This design comes from an exercise in tuning for small area on the open sky130 flow, not from production work. In this exercise RTL edits were held to simulation tests only and were not proved equivalent to the original. Power figures rest on the tool's default switching activity, not on a simulated workload.

==> flow/design.v <==
package regfile_pkg;
    localparam int          XLEN_DEF       = 32;
    localparam int          NREGS_DEF      = 32;
    localparam int          NUM_RPORTS_DEF = 2;
    localparam int          AW_DEF         = $clog2(NREGS_DEF);
    localparam int          SP_INDEX_DEF   = 2;
    localparam int unsigned SP_INIT_DEF    = 32'h0000_2ffc;
    localparam int          HALT_REG_DEF   = 17;
    localparam int unsigned HALT_CODE_DEF  = 32'd10;
    localparam bit BYPASS_EN = 1'b0;
    function automatic integer addr_width(input integer nregs);
        addr_width = $clog2(nregs);
    endfunction
endpackage
module regfile_ao3n (
    input  logic [2:0] s,
    input  logic [2:0] d,
    output logic       yn
);
    assign yn = !((s[0] & d[0]) | (s[1] & d[1]) | (s[2] & d[2]));
endmodule
module regfile_rd_bit (
    input  logic [31:1] s,
    input  logic [31:1] d,
    output logic        y
);
    logic [9:0] g_s;
    for (genvar k = 0; k < 10; k++) begin : g_grp
        regfile_ao3n u_ao (
            .s  (s[3*k+3 -: 3]),
            .d  (d[3*k+3 -: 3]),
            .yn (g_s[k])
        );
    end
    assign y = !(&g_s) | (s[31] & d[31]);
endmodule
module regfile_and2 (
    input  logic a,
    input  logic b,
    output logic y
);
    assign y = a & b;
endmodule
module regfile_nand2 (
    input  logic a,
    input  logic b,
    output logic y
);
    assign y = !(a & b);
endmodule
module regfile_rd_dec
#(
    parameter int NREGS = regfile_pkg::NREGS_DEF,
    parameter int AW    = regfile_pkg::AW_DEF
) (
    input  logic [AW-1:0]    addr,
    output logic [NREGS-1:0] sel
);
    logic [3:0] hi_s;
    logic [7:0] lo_s;
    always_comb begin
        for (int j = 0; j < 4; j++) hi_s[j] = (addr[4:3] == 2'(j));
        for (int i = 0; i < 8; i++) lo_s[i] = (addr[2:0] == 3'(i));
    end
    assign sel[0] = 1'b0;
    for (genvar r = 1; r < NREGS; r++) begin : g_sel
        regfile_and2 u_and (.a(hi_s[r / 8]), .b(lo_s[r % 8]), .y(sel[r]));
    end
endmodule
module regfile_read_port
#(
    parameter int XLEN  = regfile_pkg::XLEN_DEF,
    parameter int NREGS = regfile_pkg::NREGS_DEF,
    parameter int AW    = regfile_pkg::AW_DEF
) (
    input  logic [AW-1:0]                addr,
    input  logic [NREGS-1:0][XLEN-1:0]   rf_view,
    input  logic [NREGS-1:0]             pending,
    output logic [XLEN-1:0]              dout,
    output logic                         busy
);
    logic [NREGS-1:0] sel_s;
    regfile_rd_dec #(.NREGS(NREGS), .AW(AW)) u_dec (.addr(addr), .sel(sel_s));
    for (genvar b = 0; b < XLEN; b++) begin : g_bit
        logic [NREGS-1:1] col_s;
        for (genvar r = 1; r < NREGS; r++) begin : g_row
            assign col_s[r] = rf_view[r][b];
        end
        regfile_rd_bit u_bit (.s(sel_s[NREGS-1:1]), .d(col_s), .y(dout[b]));
    end
    regfile_rd_bit u_busy (.s(sel_s[NREGS-1:1]), .d(pending[NREGS-1:1]), .y(busy));
endmodule
module regfile_scoreboard
#(
    parameter int          XLEN       = regfile_pkg::XLEN_DEF,
    parameter int          NREGS      = regfile_pkg::NREGS_DEF,
    parameter int          NUM_RPORTS = regfile_pkg::NUM_RPORTS_DEF,
    parameter int          SP_INDEX   = regfile_pkg::SP_INDEX_DEF,
    parameter int unsigned SP_INIT    = regfile_pkg::SP_INIT_DEF,
    parameter int          HALT_REG   = regfile_pkg::HALT_REG_DEF,
    parameter int unsigned HALT_CODE  = regfile_pkg::HALT_CODE_DEF,
    localparam int         AW         = regfile_pkg::addr_width(NREGS)
) (
    input  logic                       clk,
    input  logic                       reset,
    input  logic [NUM_RPORTS*AW-1:0]   rs_addr,
    output logic [NUM_RPORTS*XLEN-1:0] rs_dout,
    output logic [NUM_RPORTS-1:0]      rs_busy,
    input  logic                       wr_en,
    input  logic [AW-1:0]              wr_addr,
    input  logic [XLEN-1:0]            wr_data,
    input  logic                       iss_valid,
    input  logic [AW-1:0]              iss_rd,
    input  logic                       is_ecall,
    output logic                       is_halted,
    input  logic [AW-1:0]              dbg_addr,
    output logic [XLEN-1:0]            dbg_data
);
    logic [NREGS-1:0][XLEN-1:0] rf_r;
    logic [NREGS-1:0][XLEN-1:0] rf_nxt_s;
    logic [NREGS-1:0]           pending_r;
    logic [NREGS-1:0]           pending_nxt_s;
    logic [NREGS-1:0]           wsel_s;
    logic [NREGS-1:0]           isel_s;
    logic [NREGS-1:0]           we_s;
    logic [NREGS-1:0]           hold_s;
    logic                       halted_r;
    logic                       wr_ok_s;
    logic                       iss_ok_s;
    logic                       halt_hit_s;
    logic [NUM_RPORTS*XLEN-1:0] rdata_s;
    logic [NUM_RPORTS-1:0]      rbusy_s;
    logic                       dbg_busy_s;
    always_comb begin
        wr_ok_s  = wr_en && (wr_addr != {AW{1'b0}}) && !halted_r;
        iss_ok_s = iss_valid && (iss_rd != {AW{1'b0}}) && !halted_r;
        for (int r = 0; r < NREGS; r++) begin
            wsel_s[r] = wr_ok_s && (wr_addr == AW'(r));
            isel_s[r] = iss_ok_s && (iss_rd == AW'(r));
        end
        pending_nxt_s = '0;
        for (int r = 1; r < NREGS; r++) begin
            pending_nxt_s[r] = !reset && (isel_s[r] || (pending_r[r] && !wsel_s[r]));
        end
        halt_hit_s = is_ecall && (rf_r[HALT_REG] == XLEN'(HALT_CODE));
    end
    logic [3:0] whi_s;
    logic [7:0] wlo_s;
    logic       nrst_s;
    always_comb begin
        for (int j = 0; j < 4; j++) whi_s[j] = wr_ok_s && (wr_addr[4:3] == 2'(j));
        for (int i = 0; i < 8; i++) wlo_s[i] = (wr_addr[2:0] == 3'(i));
        nrst_s = !reset;
    end
    assign we_s[0]   = 1'b0;
    assign hold_s[0] = 1'b0;
    for (genvar r = 1; r < NREGS; r++) begin : g_strobe
        logic wsel_n_s;
        logic we_pre_s;
        regfile_and2  u_wsel (.a(whi_s[r / 8]), .b(wlo_s[r % 8]), .y(we_pre_s));
        regfile_nand2 u_nsel (.a(whi_s[r / 8]), .b(wlo_s[r % 8]), .y(wsel_n_s));
        regfile_and2  u_we   (.a(we_pre_s), .b(nrst_s), .y(we_s[r]));
        regfile_and2  u_hold (.a(wsel_n_s), .b(nrst_s), .y(hold_s[r]));
    end
    assign rf_nxt_s[0] = '0;
    for (genvar r = 1; r < NREGS; r++) begin : g_wrow
        regfile_wr_row #(
            .XLEN (XLEN),
            .INIT ((r == SP_INDEX) ? XLEN'(SP_INIT) : '0)
        ) u_wrow (
            .we    (we_s[r]),
            .hold  (hold_s[r]),
            .reset (reset),
            .d     (wr_data),
            .q     (rf_r[r]),
            .nxt   (rf_nxt_s[r])
        );
    end
    always_ff @(posedge clk) begin
        for (int r = 1; r < NREGS; r++) begin
            rf_r[r]      <= rf_nxt_s[r];
            pending_r[r] <= pending_nxt_s[r];
        end
        halted_r <= !reset && (halted_r || halt_hit_s);
    end
    assign rf_r[0]      = '0;
    assign pending_r[0] = 1'b0;
    for (genvar i = 0; i < NUM_RPORTS; i++) begin : g_rport
        regfile_read_port #(
            .XLEN  (XLEN),
            .NREGS (NREGS),
            .AW    (AW)
        ) u_port (
            .addr    (rs_addr[i*AW +: AW]),
            .rf_view (rf_r),
            .pending (pending_r),
            .dout    (rdata_s[i*XLEN +: XLEN]),
            .busy    (rbusy_s[i])
        );
    end
    regfile_read_port #(
        .XLEN  (XLEN),
        .NREGS (NREGS),
        .AW    (AW)
    ) u_dbg (
        .addr    (dbg_addr),
        .rf_view (rf_r),
        .pending (pending_r),
        .dout    (dbg_data),
        .busy    (dbg_busy_s)
    );
    assign rs_dout   = rdata_s;
    assign rs_busy   = rbusy_s;
    assign is_halted = halted_r;
endmodule
module regfile_wr_row
#(
    parameter int           XLEN = regfile_pkg::XLEN_DEF,
    parameter logic [XLEN-1:0] INIT = '0
) (
    input  logic            we,
    input  logic            hold,
    input  logic            reset,
    input  logic [XLEN-1:0] d,
    input  logic [XLEN-1:0] q,
    output logic [XLEN-1:0] nxt
);
    assign nxt = (d & {XLEN{we}}) | (q & {XLEN{hold}}) | (INIT & {XLEN{reset}});
endmodule
==> flow/config.mk <==
export PLATFORM = sky130hd
export DESIGN_NAME = regfile_scoreboard
export DESIGN_NICKNAME = regfile_scoreboard
export VERILOG_FILES = /design/flow/design.v
export SDC_FILE = /design/flow/constraint.sdc
export NUM_CORES = 4
export LEC_CHECK = 0
export CAP_MARGIN = 20
export CORE_MARGIN = 2
export CORE_UTILIZATION = 40
export CTS_CLUSTER_DIAMETER = 80
export CTS_CLUSTER_SIZE = 25
export SLEW_MARGIN = 20
export SYNTH_HIERARCHICAL = 1
export SYNTH_MINIMUM_KEEP_SIZE = 0
==> flow/constraint.sdc <==
create_clock -name core_clock -period 10.0 [get_ports {clk}]
set_input_delay 2.0000 -clock core_clock [delete_from_list [all_inputs] [get_ports {clk}]]
set_output_delay 2.0000 -clock core_clock [all_outputs]
set_load 0.01 [all_outputs]
standard.sh (not shown) runs the stock make flow with config.mk's settings and CLKGATE_MAP_FILE= SYNTH_SCRIPT=/design/flow/synth_recipe.tcl, a recipe that flattens the netlist after the stock synthesis.
==> flow/flow/run.sh <==
#!/bin/bash
# Standard ORFS layout; the only change is the cell used for the port buffers
# (buf_1 instead of the default pick). Tool logs stay under orfs/logs; the make
# output is also kept in flow_make.log.
set -euo pipefail
bash standard.sh "BUFFER_PORTS_ARGS=-buffer_cell sky130_fd_sc_hd__buf_1" finish > flow_make.log 2>&1
==> next run, changes <==
--- a/flow/design.v
+++ b/flow/design.v
@@ -31,43 +31,24 @@
             .d  (d[3*k+3 -: 3]),
             .yn (g_s[k])
         );
     end
     assign y = !(&g_s) | (s[31] & d[31]);
 endmodule
-module regfile_and2 (
-    input  logic a,
-    input  logic b,
-    output logic y
-);
-    assign y = a & b;
-endmodule
-module regfile_nand2 (
-    input  logic a,
-    input  logic b,
-    output logic y
-);
-    assign y = !(a & b);
-endmodule
 module regfile_rd_dec
 #(
     parameter int NREGS = regfile_pkg::NREGS_DEF,
     parameter int AW    = regfile_pkg::AW_DEF
 ) (
     input  logic [AW-1:0]    addr,
     output logic [NREGS-1:0] sel
 );
-    logic [3:0] hi_s;
-    logic [7:0] lo_s;
     always_comb begin
-        for (int j = 0; j < 4; j++) hi_s[j] = (addr[4:3] == 2'(j));
-        for (int i = 0; i < 8; i++) lo_s[i] = (addr[2:0] == 3'(i));
-    end
-    assign sel[0] = 1'b0;
-    for (genvar r = 1; r < NREGS; r++) begin : g_sel
-        regfile_and2 u_and (.a(hi_s[r / 8]), .b(lo_s[r % 8]), .y(sel[r]));
+        for (int r = 0; r < NREGS; r++) begin
+            sel[r] = (r != 0) && (addr == AW'(r));
+        end
     end
 endmodule
 module regfile_read_port
 #(
     parameter int XLEN  = regfile_pkg::XLEN_DEF,
     parameter int NREGS = regfile_pkg::NREGS_DEF,
@@ -134,36 +115,20 @@
     always_comb begin
         wr_ok_s  = wr_en && (wr_addr != {AW{1'b0}}) && !halted_r;
         iss_ok_s = iss_valid && (iss_rd != {AW{1'b0}}) && !halted_r;
         for (int r = 0; r < NREGS; r++) begin
             wsel_s[r] = wr_ok_s && (wr_addr == AW'(r));
             isel_s[r] = iss_ok_s && (iss_rd == AW'(r));
+            we_s[r]   = wsel_s[r] && !reset;
+            hold_s[r] = !wsel_s[r] && !reset;
         end
         pending_nxt_s = '0;
         for (int r = 1; r < NREGS; r++) begin
             pending_nxt_s[r] = !reset && (isel_s[r] || (pending_r[r] && !wsel_s[r]));
         end
         halt_hit_s = is_ecall && (rf_r[HALT_REG] == XLEN'(HALT_CODE));
-    end
-    logic [3:0] whi_s;
-    logic [7:0] wlo_s;
-    logic       nrst_s;
-    always_comb begin
-        for (int j = 0; j < 4; j++) whi_s[j] = wr_ok_s && (wr_addr[4:3] == 2'(j));
-        for (int i = 0; i < 8; i++) wlo_s[i] = (wr_addr[2:0] == 3'(i));
-        nrst_s = !reset;
-    end
-    assign we_s[0]   = 1'b0;
-    assign hold_s[0] = 1'b0;
-    for (genvar r = 1; r < NREGS; r++) begin : g_strobe
-        logic wsel_n_s;
-        logic we_pre_s;
-        regfile_and2  u_wsel (.a(whi_s[r / 8]), .b(wlo_s[r % 8]), .y(we_pre_s));
-        regfile_nand2 u_nsel (.a(whi_s[r / 8]), .b(wlo_s[r % 8]), .y(wsel_n_s));
-        regfile_and2  u_we   (.a(we_pre_s), .b(nrst_s), .y(we_s[r]));
-        regfile_and2  u_hold (.a(wsel_n_s), .b(nrst_s), .y(hold_s[r]));
     end
     assign rf_nxt_s[0] = '0;
     for (genvar r = 1; r < NREGS; r++) begin : g_wrow
         regfile_wr_row #(
             .XLEN (XLEN),
             .INIT ((r == SP_INDEX) ? XLEN'(SP_INIT) : '0)
What happened: The new run finished clean. First-iteration DRC count climbs by 8.3%. Die area shrinks by 1.2%. Setup slack degrades by 0.12 ns. Wire length goes up by 0.36%. Total power came out higher by 1.1%. Register-to-register slack is better by 0.36 ns. Design area grows by 2.3%. Fmax is lower by 1.6%. Count of clock-buffer cells in the layout goes down by 2. Final cell count came out lower by 0.30%. Global-route usage rose by 0.37 points. Synthesized area shrinks by 1.2%. Via count hardly moves. Hold slack is worse by 0.012 ns.

[re-timing with driven ports]
Ports are ideal in the flow. The routed layouts listed here were re-timed in OpenROAD. Step 1, drivers: a clkbuf_16 drives clk and a buf_2 each remaining input, both assumed. Step 2 moves the port delays by t, midway between the first and last clock arrival at a register: inputs arrive t later, outputs are due t later. That takes back most of the time a late clock gives input paths. Three values: ideal, step 1, step 2; two values: the first two.
| run | t (ns) | slack for setup (ns) | latest minus earliest clock arrival (ns) | slew at the worst register clock pin (ns) | cell pins on the clock port's net |
|---|---|---|---|---|---|
| the first run | 0.784 | 2.777 / 2.713 / 2.713 | 0.038 / 0.037 | 0.11 / 0.11 | 1 |
| the second run | 0.780 | 2.661 / 2.637 / 2.637 | 0.035 / 0.035 | 0.11 / 0.11 | 1 |
After both steps every run listed still meets setup and hold. For the first run, which loses most, drivers alone change the setup slack by -0.064 ns; drivers and shift together by -0.064 ns.
